This design comes from an exercise in tuning for small area and a short achievable clock period on the open sky130 flow, not from production work.
In this exercise RTL edits were held to simulation tests only and were not proved equivalent to the original.

===== design/flow/design.v =====
`default_nettype none
package angle_pkg;
    typedef logic signed [32-1:0] angle_t;
    typedef struct packed {
        logic signed [(32 - 15)-1:0]  int_deg;
        logic        [15-1:0] frac;
    } angle_fields_t;
    typedef union packed {
        angle_t        value;
        angle_fields_t fields;
    } angle_word_u;
    typedef logic [9-1:0] heading_t;
endpackage
`default_nettype wire
`default_nettype none
package imu_pkg;
    typedef logic signed [16-1:0] rate_t;
endpackage
`default_nettype wire
`timescale 1ns/1ps
`default_nettype none
module gyro_integrator (
    input  logic              clk,
    input  logic              rst_n,
    input  logic              sample_valid,
    input  imu_pkg::rate_t    rate,
    output angle_pkg::angle_t raw_yaw,
    output logic              raw_valid
);
    angle_pkg::angle_t rate_scaled;
    angle_pkg::angle_t acc_q;
    angle_pkg::angle_t acc_next;
    assign rate_scaled = angle_pkg::angle_t'(rate) <<< (15 - 7);
    assign acc_next = acc_q + rate_scaled;
    always_ff @(posedge clk or negedge rst_n) begin
        if (!rst_n) begin
            acc_q <= '0;
        end else if (sample_valid) begin
            acc_q <= acc_next;
        end
    end
    always_ff @(posedge clk or negedge rst_n) begin
        if (!rst_n) begin
            raw_valid <= 1'b0;
        end else begin
            raw_valid <= sample_valid;
        end
    end
    assign raw_yaw = acc_q;
endmodule
`default_nettype wire
`timescale 1ns/1ps
`default_nettype none
module yaw_normalizer (
    input  logic              clk,
    input  logic              rst_n,
    input  logic              raw_valid,
    input  angle_pkg::angle_t raw_yaw,
    input  logic              calibrate,
    output angle_pkg::angle_t norm_yaw,
    output logic              norm_valid
);
    angle_pkg::angle_t offset_q;
    angle_pkg::angle_t s1_diff;
    logic              s1_valid;
    angle_pkg::angle_t rem;
    angle_pkg::angle_t folded;
    always_ff @(posedge clk or negedge rst_n) begin
        if (!rst_n) begin
            offset_q <= '0;
        end else if (raw_valid && calibrate) begin
            offset_q <= raw_yaw;
        end
    end
    always_ff @(posedge clk or negedge rst_n) begin
        if (!rst_n) begin
            s1_diff  <= '0;
            s1_valid <= 1'b0;
        end else begin
            s1_valid <= raw_valid;
            if (raw_valid) begin
                s1_diff <= calibrate ? '0 : (raw_yaw - offset_q);
            end
        end
    end
    always_comb begin
        rem = s1_diff % (32'sd11796480);
        if (rem < 0) begin
            folded = rem + (32'sd11796480);
        end else begin
            folded = rem;
        end
    end
    always_ff @(posedge clk or negedge rst_n) begin
        if (!rst_n) begin
            norm_yaw   <= '0;
            norm_valid <= 1'b0;
        end else begin
            norm_valid <= s1_valid;
            if (s1_valid) begin
                norm_yaw <= folded;
            end
        end
    end
endmodule
`default_nettype wire
`timescale 1ns/1ps
`default_nettype none
module relative_yaw (
    input  logic                clk,
    input  logic                rst_n,
    input  logic                norm_valid,
    input  angle_pkg::angle_t   yaw_a,
    input  angle_pkg::angle_t   yaw_b,
    output angle_pkg::angle_t   rel_yaw,
    output angle_pkg::heading_t heading,
    output logic                out_valid
);
    angle_pkg::angle_t   diff;
    angle_pkg::angle_t   rel_next;
    angle_pkg::angle_word_u a_word;
    angle_pkg::heading_t    heading_next;
    assign diff = yaw_a - yaw_b;
    always_comb begin
        if (diff >= (32'sd5898240)) begin
            rel_next = diff - (32'sd11796480);
        end else if (diff < -(32'sd5898240)) begin
            rel_next = diff + (32'sd11796480);
        end else begin
            rel_next = diff;
        end
    end
    assign a_word.value  = yaw_a;
    assign heading_next = a_word.fields.int_deg[9-1:0];
    always_ff @(posedge clk or negedge rst_n) begin
        if (!rst_n) begin
            rel_yaw   <= '0;
            heading   <= '0;
            out_valid <= 1'b0;
        end else begin
            out_valid <= norm_valid;
            if (norm_valid) begin
                rel_yaw <= rel_next;
                heading <= heading_next;
            end
        end
    end
endmodule
`default_nettype wire
`timescale 1ns/1ps
`default_nettype none
module yaw_tracker_top (
    input  logic                clk,
    input  logic                rst_n,
    input  logic                sample_valid,
    input  logic                calibrate,
    input  imu_pkg::rate_t      rate_a,
    input  imu_pkg::rate_t      rate_b,
    output angle_pkg::angle_t   yaw_a,
    output angle_pkg::angle_t   yaw_b,
    output angle_pkg::angle_t   rel_yaw,
    output angle_pkg::heading_t heading,
    output logic                out_valid
);
    logic              calibrate_q;
    angle_pkg::angle_t raw_yaw_a;
    angle_pkg::angle_t raw_yaw_b;
    logic              raw_valid_a;
    logic              raw_valid_b;
    angle_pkg::angle_t norm_yaw_a;
    angle_pkg::angle_t norm_yaw_b;
    logic              norm_valid_a;
    always_ff @(posedge clk or negedge rst_n) begin
        if (!rst_n) begin
            calibrate_q <= 1'b0;
        end else begin
            calibrate_q <= sample_valid && calibrate;
        end
    end
    gyro_integrator gyro_integrator_a_i (
        .clk          (clk),
        .rst_n        (rst_n),
        .sample_valid (sample_valid),
        .rate         (rate_a),
        .raw_yaw      (raw_yaw_a),
        .raw_valid    (raw_valid_a)
    );
    yaw_normalizer yaw_normalizer_a_i (
        .clk        (clk),
        .rst_n      (rst_n),
        .raw_valid  (raw_valid_a),
        .raw_yaw    (raw_yaw_a),
        .calibrate  (calibrate_q),
        .norm_yaw   (norm_yaw_a),
        .norm_valid (norm_valid_a)
    );
    gyro_integrator gyro_integrator_b_i (
        .clk          (clk),
        .rst_n        (rst_n),
        .sample_valid (sample_valid),
        .rate         (rate_b),
        .raw_yaw      (raw_yaw_b),
        .raw_valid    (raw_valid_b)
    );
    yaw_normalizer yaw_normalizer_b_i (
        .clk        (clk),
        .rst_n      (rst_n),
        .raw_valid  (raw_valid_b),
        .raw_yaw    (raw_yaw_b),
        .calibrate  (calibrate_q),
        .norm_yaw   (norm_yaw_b),
        .norm_valid ()
    );
    relative_yaw relative_yaw_i (
        .clk        (clk),
        .rst_n      (rst_n),
        .norm_valid (norm_valid_a),
        .yaw_a      (norm_yaw_a),
        .yaw_b      (norm_yaw_b),
        .rel_yaw    (rel_yaw),
        .heading    (heading),
        .out_valid  (out_valid)
    );
    always_ff @(posedge clk or negedge rst_n) begin
        if (!rst_n) begin
            yaw_a <= '0;
            yaw_b <= '0;
        end else if (norm_valid_a) begin
            yaw_a <= norm_yaw_a;
            yaw_b <= norm_yaw_b;
        end
    end
endmodule
`default_nettype wire

===== design/flow/run.sh =====
#!/bin/bash
# synth_recipe.tcl (not shown) runs the flow's synth.tcl, then flattens the netlist and writes it again
# the make line also repeats each setting of config.mk as NAME=value (left out here)
make -C /OpenROAD-flow-scripts/flow DESIGN_CONFIG=/design/flow/config.mk WORK_HOME=/design/flow/orfs CLKGATE_MAP_FILE= SYNTH_SCRIPT=/design/flow/synth_recipe.tcl finish

===== design/flow/config.mk =====
export PLATFORM = sky130hd
export DESIGN_NAME = yaw_tracker_top
export DESIGN_NICKNAME = yaw_tracker_top
export VERILOG_FILES = /design/flow/design.v
export SDC_FILE = /design/flow/constraint.sdc
export NUM_CORES = 4
export LEC_CHECK = 0
export CAP_MARGIN = 20
export CORE_MARGIN = 2
export CORE_UTILIZATION = 40
export SLEW_MARGIN = 20

===== design/flow/constraint.sdc =====
create_clock -name core_clock -period 10.0 [get_ports {clk}]
set_input_delay 2.0000 -clock core_clock [delete_from_list [all_inputs] [get_ports {clk}]]
set_output_delay 2.0000 -clock core_clock [all_outputs]
set_load 0.01 [all_outputs]

==> out/qor.csv <==
stage,metric,value,unit
outcome,status,no timing/DRC/antenna violations,
final_layout,Final Non-Filler Cells,3570,
critical_path,Crit Path Class,reg2reg,
drt,drt pass-1 iters,5,
final_layout,Final #Nets,2945,
synthesis,top_reg_cell synth,dfrtp_1,
synthesis,synth unique cells,122,
global_route,pin count of the biggest net entering global routing,170,
critical_path,reg2reg end,yaw_normalizer_a_i.norm_yaw[26],
flow_run,Max Cap Viol,0,
critical_path,r2r startpoint,yaw_normalizer_a_i.s1_diff[8],
timing,worst hold margin,481,ps
synthesis,Mapped Avg Cell Area,8.69,um2
final_layout,Finished Cell Area,26700,um2
placement,IO buf count,117,
critical_path,startpoint types,flop,
synthesis,yosys warns,4,
critical_path,Max stage delay on crit path,740,ps
global_route,first-pass GRT wire length,102000,um
placement,Placed Cells incl. Taps,3508,
placement,Final GP Congestion,0.918,
final_layout,FF/Latch Area,6740,um2
drt,DRT Wirelength,62200,um
global_route,Tot GR Track Use,0.205,
drt,Routed Antenna Nets,0,
global_route,vias in the first global route,19500,
synthesis,Post-synth EDFFs,0,
drt,DRC Markers,0,
floorplanning,I/O pin cnt,142,
synthesis,Mapped Cells,2659,
clocking,CTS sink cnt,269,
timing,Final Setup Violations,0,
critical_path,CP required,10420,ps
timing,Tmin final,9570,ps
synthesis,Netlist Area Pre-Place,23100,um2
floorplanning,Chip Height,244,um
final_layout,Multi-input gate area,15200,um2
timing,RSZ-0062 raised after global routing,yes,
synthesis,Synth async-reset ratio,1.00,
synthesis,"Seq/Total Area, Yosys",0.291,
floorplanning,Die ar.,59700,um2
global_route,initial antenna violation count,0,
timing,relative slew slack,0.293,
critical_path,worst-path fanout max,8,
clocking,H-tree lvl count,2,
critical_path,most frequent CP cell,a211oi_2,
floorplanning,Initial Util,0.403,
floorplanning,row cnt,88,
timing,worst slew pin tran,1060,ps
timing,Layout Skew,24.8,ps
timing,Final Max Slew Viols,0,
global_route,grt total ovfl,0,
final_layout,"commonest non-fill, non-tap cell in the layout",dfrtp_1,
critical_path,cell family with most CP delay,compound AO/OA/AOI/OAI gates,
worst_hold_path,hold endpoint,yaw_normalizer_b_i.offset_q[8],
drt,Avg Vias per Cell,5.65,
clocking,CTS tree,yes,
worst_hold_path,min-delay worst type,reg2reg,
clocking,CTS Buf Count,34,
clocking,Clock Path Buffers,3,
final_layout,ANT cells,0,
drt,wire per inst,17.4,um
clocking,Root Driver,clkbuf_16,
clocking,worst skew pair latency,560,ps
critical_path,CP max-delay cell,or4_1,
worst_hold_path,WHS Path Cells,2,
critical_path,path depth of the worst reg2reg path,34,
worst_hold_path,Hold Startpoint,yaw_normalizer_b_i.offset_q[8],
critical_path,WP data arrival,9990,ps
floorplanning,Die Width,244,um
placement,Area after DPL,25300,um2
final_layout,# fillers,5439,
final_layout,area growth from synthesis to layout,15.4,%
critical_path,WP buf/inv,3,
final_layout,"commonest cells after routing, fill and taps aside","266 x dfrtp_1, 211 x inv_1, 200 x xnor2_1",
timing,Fin. Hold Viols,0,
clocking,clock slew at reported path FFs,60,ps
timing,fmax,104,MHz
placement,Final HPWL DP,47600,um
drt,DR vias,20200,
synthesis,Synth Register Bits,269,
drt,Initial DRC Count,1473,
critical_path,Register-to-Register Setup Slack,430,ps
final_layout,ratio of cells with drive above 1 in the final layout,0.152,
floorplanning,CORE AREA,57400,um2
timing,period utilization,0.957,
critical_path,critical path capture point type,flop,
[metrics by stage]
stage                     setup slack [ps]  setup TNS (ps)   util
after floorplan                       1030               0      -
after global placement                 474               0  0.441
after detailed placement               333               0  0.441
after CTS                              291               0  0.461
after global routing                 -39.6           -79.8  0.465
final                                  430               0  0.465
[sequential cells by signal, indices dropped and copies added, names as in the netlist]
name and flops:
yaw_normalizer_b_i.norm_yaw 24, yaw_normalizer_a_i.norm_valid 1, yaw_normalizer_a_i.norm_yaw 24, gyro_integrator_b_i.raw_valid 1
gyro_integrator_a_i.acc_q 24, relative_yaw_i.rel_yaw 24, yaw_normalizer_b_i.offset_q 24, yaw_normalizer_a_i.s1_diff 24
calibrate_q 1, yaw_normalizer_b_i.s1_diff 24, yaw_b 24, yaw_a 16
relative_yaw_i.heading 8, relative_yaw_i.out_valid 1, yaw_normalizer_a_i.offset_q 24, yaw_normalizer_a_i.s1_valid 1
gyro_integrator_b_i.acc_q 24
[how the worst max path moves through the flow]
stage | start | end | slack, ps | depth (start not counted)
global placement | yaw_normalizer_a_i.s1_diff[10] | yaw_normalizer_a_i.norm_yaw[30] | 470 | 32
detailed placement | yaw_normalizer_a_i.s1_diff[10] | yaw_normalizer_a_i.norm_yaw[26] | 330 | 31
global route | yaw_normalizer_b_i.s1_diff[8] | yaw_normalizer_b_i.norm_yaw[29] | -40 | 36
CTS | yaw_normalizer_a_i.s1_diff[10] | yaw_normalizer_a_i.norm_yaw[26] | 290 | 31
floorplan | yaw_normalizer_b_i.s1_diff[8] | yaw_normalizer_b_i.norm_yaw[24] | 1030 | 35
finish | yaw_normalizer_a_i.s1_diff[8] | yaw_normalizer_a_i.norm_yaw[26] | 430 | 34
[cell families after synthesis]
| family | after synthesis | share of synthesized area |
|---|---|---|
| AO/OA/AOI/OAI | 757 | 0.227 |
| XOR/XNOR | 250 | 0.0962 |
| adder cells (fa/ha/maj) | 137 | 0.0745 |
| buffers and inverters | 357 | 0.0650 |
| flip-flops | 269 | 0.291 |
| multiplexers | 202 | 0.0983 |
| other | 1 | 0.000162 |
| AND/OR/NAND/NOR | 686 | 0.147 |
[layout make-up]
class / instances / area share
clock buffer: 46 / 0.0366
clock inverter: 14 / 0.00671
tap: 765 / 0.0359
timing repair buffer: 208 / 0.0701
sequential: 269 / 0.253
multi-input combinational: 2056 / 0.568
inverter: 212 / 0.0298
[cells in the mapped netlist (all sizes together), types with 20 or more instances]
| master | instances | area, um2 |
|---|---|---|
| a31oi | 29 | 194 |
| nand4 | 40 | 265 |
| nor2 | 167 | 632 |
| o21bai | 63 | 473 |
| and2 | 23 | 144 |
| nor3 | 68 | 345 |
| o22ai | 58 | 375 |
| clkbuf | 82 | 308 |
| nor4 | 31 | 234 |
| mux2 | 166 | 1870 |
| a21o | 21 | 158 |
| inv | 211 | 792 |
| xor2 | 43 | 377 |
| o21ai | 143 | 719 |
| nand2b | 22 | 138 |
| nand2 | 182 | 688 |
| a211oi | 22 | 220 |
| nand3 | 57 | 290 |
| or3 | 20 | 125 |
| ha | 124 | 1550 |
| mux2i | 33 | 330 |
| xnor2 | 206 | 1820 |
| a21oi | 185 | 937 |
| buf | 63 | 399 |
| dfrtp | 269 | 6730 |
| o31ai | 27 | 208 |
| o211ai | 23 | 183 |
[worst min-delay path, cell delays in order, from the launching register on]
cell and delay (ps):
dfrtp_1 340, nand2_1 40, o21ai_0 60
[timing repair]
action                                  4_1_cts  5_1_grt
endpoints found under the hold margin         0        0
endpoints found under the setup margin        0       28
setup buffers                                 0        2
resized for setup                             0       31
hold buffers                                  0        0
[metal layers]
| metal | GRT usage | up-vias | share of wire |
|---|---|---|---|
| met4 | 0.0567 | 0 | 0.022 |
| met3 | 0.0267 | 80 | 0.049 |
| met5 | 0 | - | 0 |
| met1 | 0.298 | 9686 | 0.49 |
| met2 | 0.319 | 521 | 0.44 |
| li1 | - | 9889 | - |

[afterwards: timing with drivers on the ports]
The flow's constraints put no driver on any port. The routed layout listed below was extracted and timed again, unchanged, in two steps.
Step 1, drivers: a clkbuf_16 drives clk and a buf_2 each remaining input, both assumed.
Step 2 times the ports against the registers' clock, not the clock port: input delays grow and output delays shrink by t, the midpoint of the rising clock arrivals with the driver on.
Slacks: ideal / step 1 / step 2; pairs: ideal / step 1.
t (ns): 0.598
setup slack, ns: 0.430 / 0.430 / 0.430
hold WS [ns]: 0.481 / 0.481 / 0.481
worst setup path at the end: register to register
After both steps setup and hold are still met in this run. The setup slack of this run moves by 0.000 ns with the drivers and by 0.000 ns with both steps.
